This is an optimization exercise on Yosys and OpenROAD, whose aim is small area, not a production implementation. Function was checked by simulation only, so behaviour that the tests miss may differ from the original. Power is estimated from default activity; no workload was simulated.

### flow/config.mk
export PLATFORM = sky130hd
export DESIGN_NAME = dodge_top
export DESIGN_NICKNAME = dodge_top
export VERILOG_FILES = /design/flow/design.v
export SDC_FILE = /design/flow/constraint.sdc
export NUM_CORES = 4
export LEC_CHECK = 0
export CAP_MARGIN = 20
export CORE_MARGIN = 2
export CORE_UTILIZATION = 40
export SLEW_MARGIN = 20
### flow/constraint.sdc
create_clock -name core_clock -period 10.0 [get_ports {clock}]
set_input_delay 2.0000 -clock core_clock [delete_from_list [all_inputs] [get_ports {clock}]]
set_output_delay 2.0000 -clock core_clock [all_outputs]
set_load 0.01 [all_outputs]
### flow/design.v
package dodge_pkg;
	localparam int GRID_CELLS = 5;
	localparam int BLOCK_SLOTS = 10;
	localparam int CELL_BITS = 3;
	localparam int MAP_BITS = GRID_CELLS * GRID_CELLS;
	localparam logic [3:0] ROTATE_SECONDS = 4'd5;
	localparam logic [3:0] SECONDS_MAX = 4'd15;
	localparam logic [CELL_BITS-1:0] CELL_LAST = CELL_BITS'(GRID_CELLS - 1);
	localparam logic [CELL_BITS-1:0] CELL_MID = CELL_BITS'(GRID_CELLS / 2);
	typedef struct packed
	{
		logic [CELL_BITS-1:0] col;
		logic [CELL_BITS-1:0] row;
	} grid_pos_t;
	typedef enum logic [1:0]
	{
		DIR_DOWN  = 2'd0,
		DIR_LEFT  = 2'd1,
		DIR_UP    = 2'd2,
		DIR_RIGHT = 2'd3
	} dir_t;
	typedef struct packed
	{
		logic left;
		logic right;
		logic up;
		logic down;
	} buttons_t;
	typedef struct packed
	{
		logic clear;
		logic step;
		logic spawn;
	} block_cmd_t;
endpackage
module seg_decoder (
	input  logic [3:0] digit,
	output logic [6:0] segments
);
	always_comb
	begin
		case (digit)
			4'd0: segments = 7'b100_0000;
			4'd1: segments = 7'b111_1001;
			4'd2: segments = 7'b010_0100;
			4'd3: segments = 7'b011_0000;
			4'd4: segments = 7'b001_1001;
			4'd5: segments = 7'b001_0010;
			4'd6: segments = 7'b000_0010;
			4'd7: segments = 7'b111_1000;
			4'd8: segments = 7'b000_0000;
			4'd9: segments = 7'b001_1000;
			default: segments = 7'b111_1111;
		endcase
	end
endmodule
module second_counter #(
	parameter int SECOND_CYCLES = 50_000_000
) (
	input  logic       clock,
	input  logic       reset,
	input  logic       playing,
	output logic [3:0] seconds,
	output logic [6:0] hex0,
	output logic [6:0] hex1
);
	localparam int TICK_BITS = (SECOND_CYCLES > 1) ? $clog2(SECOND_CYCLES) : 1;
	logic [TICK_BITS-1:0] tick_timer;
	logic playing_q;
	logic start;
	logic tick;
	logic [3:0] ones;
	logic [3:0] tens;
	assign start = playing && !playing_q;
	assign tick = playing && (tick_timer == TICK_BITS'(SECOND_CYCLES - 1));
	always_ff @(posedge clock)
	begin
		if (!reset)
		begin
			playing_q <= 1'b0;
			tick_timer <= '0;
			seconds <= '0;
			ones <= '0;
			tens <= '0;
		end
		else
		begin
			playing_q <= playing;
			tick_timer <= (!playing || tick) ? '0 : tick_timer + 1'b1;
			if (start)
			begin
				seconds <= '0;
				ones <= '0;
				tens <= '0;
			end
			else if (tick)
			begin
				if (seconds != dodge_pkg::SECONDS_MAX)
					seconds <= seconds + 1'b1;
				ones <= (ones == 4'd9) ? '0 : ones + 1'b1;
				if (ones == 4'd9)
					tens <= (tens == 4'd9) ? '0 : tens + 1'b1;
			end
		end
	end
	seg_decoder low_digit (.digit(ones), .segments(hex0));
	seg_decoder high_digit (.digit(tens), .segments(hex1));
endmodule
module player_mover (
	input  logic       clock,
	input  logic       reset,
	input  dodge_pkg::block_cmd_t cmd,
	input  dodge_pkg::dir_t       direction,
	input  dodge_pkg::buttons_t   buttons,
	output dodge_pkg::grid_pos_t  player
);
	dodge_pkg::buttons_t moves;
	dodge_pkg::dir_t last_dir;
	always_comb
	begin
		case (direction)
			dodge_pkg::DIR_LEFT:
				moves = {buttons.down, buttons.up, buttons.left, buttons.right};
			dodge_pkg::DIR_UP:
				moves = {buttons.right, buttons.left, buttons.down, buttons.up};
			dodge_pkg::DIR_RIGHT:
				moves = {buttons.up, buttons.down, buttons.right, buttons.left};
			default:
				moves = buttons;
		endcase
	end
	always_ff @(posedge clock)
	begin
		if (!reset)
		begin
			player <= {dodge_pkg::CELL_MID, dodge_pkg::CELL_MID};
			last_dir <= dodge_pkg::DIR_DOWN;
		end
		else
		begin
			last_dir <= direction;
			if (cmd.clear && direction == last_dir)
				player <= {dodge_pkg::CELL_MID, dodge_pkg::CELL_MID};  
			else if (cmd.step)
			begin
				if (moves.left && !moves.right && player.col != '0)
					player.col <= player.col - 1'b1;
				else if (moves.right && !moves.left && player.col != dodge_pkg::CELL_LAST)
					player.col <= player.col + 1'b1;
				if (moves.up && !moves.down && player.row != '0)
					player.row <= player.row - 1'b1;
				else if (moves.down && !moves.up && player.row != dodge_pkg::CELL_LAST)
					player.row <= player.row + 1'b1;
			end
		end
	end
endmodule
module block_field (
	input  logic                clock,
	input  logic                reset,
	input  dodge_pkg::block_cmd_t          cmd,
	input  dodge_pkg::dir_t                direction,
	input  dodge_pkg::grid_pos_t           spawn_cell,
	input  dodge_pkg::grid_pos_t           player,
	output logic [dodge_pkg::MAP_BITS-1:0] block_map,
	output logic                collision
);
	logic [dodge_pkg::BLOCK_SLOTS-1:0] slot_valid;
	logic [dodge_pkg::CELL_BITS-1:0] slot_col [dodge_pkg::BLOCK_SLOTS];
	logic [dodge_pkg::CELL_BITS-1:0] slot_row [dodge_pkg::BLOCK_SLOTS];
	logic [dodge_pkg::BLOCK_SLOTS-1:0] far_edge;
	logic [3:0] load_ptr;
	always_comb
	begin
		for (int i = 0; i < dodge_pkg::BLOCK_SLOTS; i++)
		begin
			case (direction)
				dodge_pkg::DIR_LEFT:  far_edge[i] = (slot_col[i] == '0);
				dodge_pkg::DIR_UP:    far_edge[i] = (slot_row[i] == '0);
				dodge_pkg::DIR_RIGHT: far_edge[i] = (slot_col[i] == dodge_pkg::CELL_LAST);
				default:              far_edge[i] = (slot_row[i] == dodge_pkg::CELL_LAST);
			endcase
		end
	end
	always_ff @(posedge clock)
	begin
		if (!reset)
		begin
			slot_valid <= '0;
			load_ptr <= '0;
		end
		else if (cmd.clear)
		begin
			slot_valid <= '0;
			load_ptr <= '0;
		end
		else
		begin
			for (int i = 0; i < dodge_pkg::BLOCK_SLOTS; i++)
			begin
				if (cmd.spawn && load_ptr == 4'(i))
					slot_valid[i] <= 1'b1;  
				else if (cmd.step && slot_valid[i] && far_edge[i])
					slot_valid[i] <= 1'b0;
			end
			if (cmd.spawn)
				load_ptr <= (load_ptr == 4'(dodge_pkg::BLOCK_SLOTS - 1)) ? '0 : load_ptr + 1'b1;
		end
	end
	always_ff @(posedge clock)
	begin
		for (int i = 0; i < dodge_pkg::BLOCK_SLOTS; i++)
		begin
			if (cmd.spawn && load_ptr == 4'(i))
			begin
				slot_col[i] <= spawn_cell.col;
				slot_row[i] <= spawn_cell.row;
			end
			else if (cmd.step)
			begin
				case (direction)
					dodge_pkg::DIR_LEFT:  slot_col[i] <= slot_col[i] - 1'b1;
					dodge_pkg::DIR_UP:    slot_row[i] <= slot_row[i] - 1'b1;
					dodge_pkg::DIR_RIGHT: slot_col[i] <= slot_col[i] + 1'b1;
					default:              slot_row[i] <= slot_row[i] + 1'b1;
				endcase
			end
		end
	end
	always_comb
	begin
		block_map = '0;
		collision = 1'b0;
		for (int i = 0; i < dodge_pkg::BLOCK_SLOTS; i++)
		begin
			if (slot_valid[i])
			begin
				block_map[slot_row[i] * dodge_pkg::GRID_CELLS + slot_col[i]] = 1'b1;
				if (slot_col[i] == player.col && slot_row[i] == player.row)
					collision = 1'b1;
			end
		end
	end
endmodule
module spawn_random (
	input  logic       clock,
	input  logic       reset,
	input  dodge_pkg::block_cmd_t cmd,
	input  dodge_pkg::dir_t       direction,
	output dodge_pkg::grid_pos_t  spawn_cell
);
	logic [3:0] shift_reg;
	logic [3:0] lane;
	assign lane = shift_reg % 4'd5;
	always_ff @(posedge clock)
	begin
		if (!reset)
			shift_reg <= 4'b0110;
		else if (cmd.spawn)
			shift_reg <= {shift_reg[2:0], shift_reg[3] ^ shift_reg[2]};
	end
	always_comb
	begin
		case (direction)
			dodge_pkg::DIR_LEFT:
				spawn_cell = {dodge_pkg::CELL_LAST, lane[dodge_pkg::CELL_BITS-1:0]};
			dodge_pkg::DIR_UP:
				spawn_cell = {lane[dodge_pkg::CELL_BITS-1:0], dodge_pkg::CELL_LAST};
			dodge_pkg::DIR_RIGHT:
				spawn_cell = {dodge_pkg::CELL_BITS'(0), lane[dodge_pkg::CELL_BITS-1:0]};
			default:
				spawn_cell = {lane[dodge_pkg::CELL_BITS-1:0], dodge_pkg::CELL_BITS'(0)};
		endcase
	end
endmodule
module game_control #(
	parameter int STEP_CYCLES = 12_500_000
) (
	input  logic       clock,
	input  logic       reset,
	input  logic       go,
	input  logic       go2,
	input  logic       collision,
	input  logic [3:0] seconds,
	output dodge_pkg::block_cmd_t cmd,
	output dodge_pkg::dir_t       direction,
	output logic       playing,
	output logic       game_over
);
	localparam int TIMER_BITS = (STEP_CYCLES > 1) ? $clog2(STEP_CYCLES) : 1;
	typedef enum logic [1:0]
	{
		IDLE = 2'd0,
		PLAY = 2'd1,
		OVER = 2'd2
	} state_t;
	state_t state, next_state;
	logic [TIMER_BITS-1:0] step_timer;
	logic step_due;
	logic rotate;
	logic rot_pass;  
	assign step_due = (state == PLAY) && (step_timer == TIMER_BITS'(STEP_CYCLES - 1));
	assign rotate = go2 && (seconds > dodge_pkg::ROTATE_SECONDS);
	assign playing = (state == PLAY);
	assign game_over = (state == OVER);
	always_comb
	begin
		next_state = state;
		case (state)
			IDLE: if (go || rot_pass) next_state = PLAY;
			PLAY:
			begin
				if (collision)
					next_state = OVER;  
				else if (rotate)
					next_state = IDLE;
			end
			OVER: if (go2) next_state = IDLE;
			default: next_state = IDLE;
		endcase
	end
	always_comb
	begin
		cmd = '0;
		cmd.clear = (state == IDLE) && (go || rot_pass);
		cmd.step = step_due;
		cmd.spawn = step_due;
	end
	always_ff @(posedge clock)
	begin
		if (!reset)
		begin
			state <= IDLE;
			step_timer <= '0;
			direction <= dodge_pkg::DIR_DOWN;
			rot_pass <= 1'b0;
		end
		else
		begin
			state <= next_state;
			if (cmd.clear || step_due)
				step_timer <= '0;
			else if (state == PLAY)
				step_timer <= step_timer + 1'b1;
			if (state == PLAY && !collision && rotate)
			begin
				direction <= dodge_pkg::dir_t'(direction + 2'd1);
				rot_pass <= 1'b1;
			end
			else if (state == IDLE)
				rot_pass <= 1'b0;
		end
	end
endmodule
module dodge_top #(
	parameter int STEP_CYCLES = 50,
	parameter int SECOND_CYCLES = 200
) (
	input  logic                clock,
	input  logic                reset,
	input  logic                go,
	input  logic                go2,
	input  dodge_pkg::buttons_t            buttons,
	output logic                playing,
	output logic                game_over,
	output dodge_pkg::dir_t                direction,
	output dodge_pkg::grid_pos_t           player,
	output logic [dodge_pkg::MAP_BITS-1:0] block_map,
	output logic [6:0]          hex0,
	output logic [6:0]          hex1
);
	dodge_pkg::block_cmd_t cmd;
	dodge_pkg::grid_pos_t spawn_cell;
	logic collision;
	logic [3:0] seconds;
	game_control #(
		.STEP_CYCLES(STEP_CYCLES)
	) control0 (
		.clock     (clock),
		.reset     (reset),
		.go        (go),
		.go2       (go2),
		.collision (collision),
		.seconds   (seconds),
		.cmd       (cmd),
		.direction (direction),
		.playing   (playing),
		.game_over (game_over)
	);
	spawn_random random0 (
		.clock      (clock),
		.reset      (reset),
		.cmd        (cmd),
		.direction  (direction),
		.spawn_cell (spawn_cell)
	);
	block_field field0 (
		.clock      (clock),
		.reset      (reset),
		.cmd        (cmd),
		.direction  (direction),
		.spawn_cell (spawn_cell),
		.player     (player),
		.block_map  (block_map),
		.collision  (collision)
	);
	player_mover mover0 (
		.clock     (clock),
		.reset     (reset),
		.cmd       (cmd),
		.direction (direction),
		.buttons   (buttons),
		.player    (player)
	);
	second_counter #(
		.SECOND_CYCLES(SECOND_CYCLES)
	) seconds0 (
		.clock   (clock),
		.reset   (reset),
		.playing (playing),
		.seconds (seconds),
		.hex0    (hex0),
		.hex1    (hex1)
	);
endmodule
### flow/run.sh
#!/bin/bash
# synth_recipe.tcl (not shown) runs the flow's synth.tcl, then flattens the netlist and writes it again
# the make line also repeats each setting of config.mk as NAME=value (left out here)
make -C /OpenROAD-flow-scripts/flow DESIGN_CONFIG=/design/flow/config.mk WORK_HOME=/design/flow/orfs CLKGATE_MAP_FILE= SYNTH_SCRIPT=/design/flow/synth_recipe.tcl finish
==> run notes <==
Seq/Total Area, Yosys around 20%; CP bufs+invs 2; startpoint types flip-flop; post-route ant nets 0; antenna violations before repair 0; Filler cells 3963; worst rel slew slack between 20% and 30%; fraction of registers with async set/reset 0%; number of synthesized flops with an enable pin 60; Synth Register Bits around 130; clock latency (worst-skew pair) approximately 0.44 ns; cell chain of the critical path ha_1 -> ha_1 -> and3_1 -> or4b_2 -> o21ai_0 -> nand3_1 -> ha_1 -> nor3b_1 -> buf_4 -> nand3_1 -> nor3_1 -> a311oi_1 -> nand3b_1 -> clkdlybuf4s50_1; CP max stage delay about 0.80 ns; Max-cap violations 0; antenna cells 0; most used cell along the critical path ha_1; Layout Nets around 2200; Die Span Y between 200 and 250 microns; hold bufs inserted after CTS 0; setup TNS 0 ns; DRC 0; Final Setup Violations 0; Yosys cell types about 110; RSZ-0062 raised after global routing no; outcome no timing/DRC/antenna violations; Worst VDD drop roughly 0.10 mV; Leak Pwr just under 7 nW; drt wl/cell between 20 and 25 microns; routed vias/inst between 6 and 7; CTS max path bufs 2; largest net degree at the start of global routing 30; Setup crit end kind output port; final wirelength 59.08 mm; Num CTS Buffers 17; Starting Density about two fifths; Syn Std Cell Area 16070 sq um; Top FF cell, synth dfxtp_1; top cells by area, synth edfxtp_1 (11%), dfxtp_1 (9.0%), ha_1 (8.3%); WP data arrival about 5.7 ns; die area ~42000 sq um; Post-Syn Nets roughly 2200; Worst Tran Pin Value 1.150 ns; CP Max Fanout 14; Final min period 7.735 ns; clock root buffer clkbuf_16; Iter 0 DRT Violations approximately 1700; total number of vias around 16000; Largest regs field0.slot_col x30, field0.slot_row x30, field0.slot_valid x10; Power per Cell Area 67.98 nW/um^2; vias in the first global route 15035; Slew Viols, Final 0; first-pass GRT wire length ~90 mm; worst slack at placement between 3 and 4 ns; TritonCTS clock tree built; worst endpoint required time about 8.0 ns; Cells after DPL roughly 2500; row cnt 73; Die Width 204.5 microns; Max Clock Freq approximately 0.13 GHz; IO Port Bufs 56; final worst slack around 2.3 ns; Yosys warnings 8; Core Box Area slightly below 40000 sq um; Syn Inst Count about 2000; Fin Clk Skew approximately 0.0077 ns; family with the most delay on the worst path simple AND/OR/NAND/NOR gates; syn_area_per_cell 7.860 sq um; fin crit share approximately 77%; Sink Count around 130; area share of the largest cell type after synthesis 11.21%; commonest cells in the netlist nand2_1 (184), nor2_1 (169), a21oi_1 (129), xnor2_1 (116), inv_1 (110); I/O pin total 57; synthesis-to-layout area growth 9.637%; layout cells sized above 1 under 10%; grt ovf 0; Setup Fix Bufs, Post-CTS 0; final hold vios 0; power consumption between 1 and 1.5 mW; DR pass1 iterations 8; Min-Delay Path Class reg2reg; leading area contributor after synthesis edfxtp_1; WS Path Type reg2out; HPWL Detailed 46.34 mm; Slowest-stage cell, CP nor3_1; H-tree depth 4; GP Congestion 1.081; GRT Util Overall 28.06%; top-count cell post-synth nand2_1; Clock transition at path regs around 0.06 ns; Finished Layout Cells approximately 2600; PostCTS Resize Cnt 0
-- placed cells by master (no fill, tap or decap), types with 31 or more instances in the layout --
cell type        synthesis  layout
nand2_1                184     184
nor2_1                 169     168
a21oi_1                129     129
xnor2_1                116     115
inv_1                  110     110
ha_1                   107     107
nand3_1                 88      88
o21ai_0                 76      76
dfxtp_1                 72      72
nor3_1                  71      70
xor2_1                  63      63
edfxtp_1                60      60
clkdlybuf4s50_1          0      56
nor4_1                  46      44
nand4_1                 41      41
mux2i_1                 36      35
fa_1                    32      32
nor2b_1                 31      31
-- routing by layer --
layer	part of all wire (%)	up-vias	track usage, %
li1	-	7587	-
met1	43	7823	36.99
met2	46	696	45.19
met3	6.4	129	3.890
met4	4.4	0	13.38
met5	0	-	0
-- logic make-up (layout without fill, tap and decap cells) --
group	after synthesis	after routing	share of synthesized area, %
multiplexers	39	39	2.452
XOR/XNOR	188	188	10.82
AND/OR/NAND/NOR	834	834	27.13
flip-flops	132	132	20.18
AO/OA/AOI/OAI	501	501	21.96
adder cells (fa/ha/maj)	139	139	12.31
buffers and inverters	212	217	5.145
-- cell type report --
type	instances	area [sq um]	area share (%)
well taps	525	656.9	3.727
clock inverters	11	100.1	0.5680
clock buffers	21	471.7	2.677
multi-input cells	1701	12040	68.31
inverters	111	416.7	2.364
repair buffers	74	695.7	3.947
flip-flops and latches	132	3243	18.40
-- path summary, 6_finish.rpt --
path	start	to	slack, ns	cells after the start
worst max-delay path	field0.slot_row[2][2]	block_map[8]	2.27	14
worst min-delay path	seconds0.tick_timer[0]	seconds0.tick_timer[0]	0.45	1
worst max register to register	random0.shift_reg[2]	field0.slot_col[7][1]	5.24	13
worst min register to register	seconds0.tick_timer[0]	seconds0.tick_timer[0]	0.45	1
-- worst reg2reg max path: cells and delay by family, from the launching register on --
kind | cells | cell delay [ns]
compound gates | 5 | 2.22
flops | 1 | 0.38
buf+inv | 3 | 0.30
mux | 1 | 1.03
simple gates | 2 | 0.23
fa+ha+maj | 2 | 0.42
-- through the flow --
step	util [%]	hold slack, ns	cell area (sq um)
5_1_grt	44.36	0.4664	17620
3_3_place_gp	42.87	0.4258	17030
4_1_cts	44.34	0.4476	17620
3_5_place_dp	42.90	0.4331	17050
2_1_floorplan	-	0.4132	16070
6_report	44.36	0.4522	17620
-- report_power, final --
| group | internal, mW | switching (mW) | leakage, nW | total (mW) |
|---|---|---|---|---|
| Combinational | 0.00855 | 0.0150 | 5.34 | 0.0236 |
| Sequential | 0.561 | 0.00135 | 1.17 | 0.562 |
| Clock | 0.363 | 0.250 | 0.277 | 0.612 |
| Total | 0.932 | 0.266 | 6.78 | 1.20 |

port drivers added, routing unchanged:
The flow's constraints put no driver on any port. The routed layout listed below was extracted and timed again, unchanged, in two steps.
Step 1 (the two cells are an assumption about what drives the block):
set clk [get_ports {clock}]
set_driving_cell -lib_cell sky130_fd_sc_hd__clkbuf_16 $clk
set_driving_cell -lib_cell sky130_fd_sc_hd__buf_2 [delete_from_list [all_inputs] $clk]
Step 2 adds t to the input delays and takes it off the output delays; t is the mean of the earliest and latest rising clock arrival at the registers after step 1. Input paths then give back, and output paths get back, about the clock's delay inside the block.
Slacks: ideal ports / drivers / drivers and shift; pairs: ideal ports / drivers.
shift t [ns]: 0.486
setup slack, ns: 2.265 / 2.217 / 2.703
hold WS [ns]: 0.452 / 0.452 / 0.452
cell pins on the clock port's net: 1
After both steps setup and hold are still met in this run. For this run, drivers alone change the setup slack by -0.048 ns; drivers and shift together by +0.438 ns.
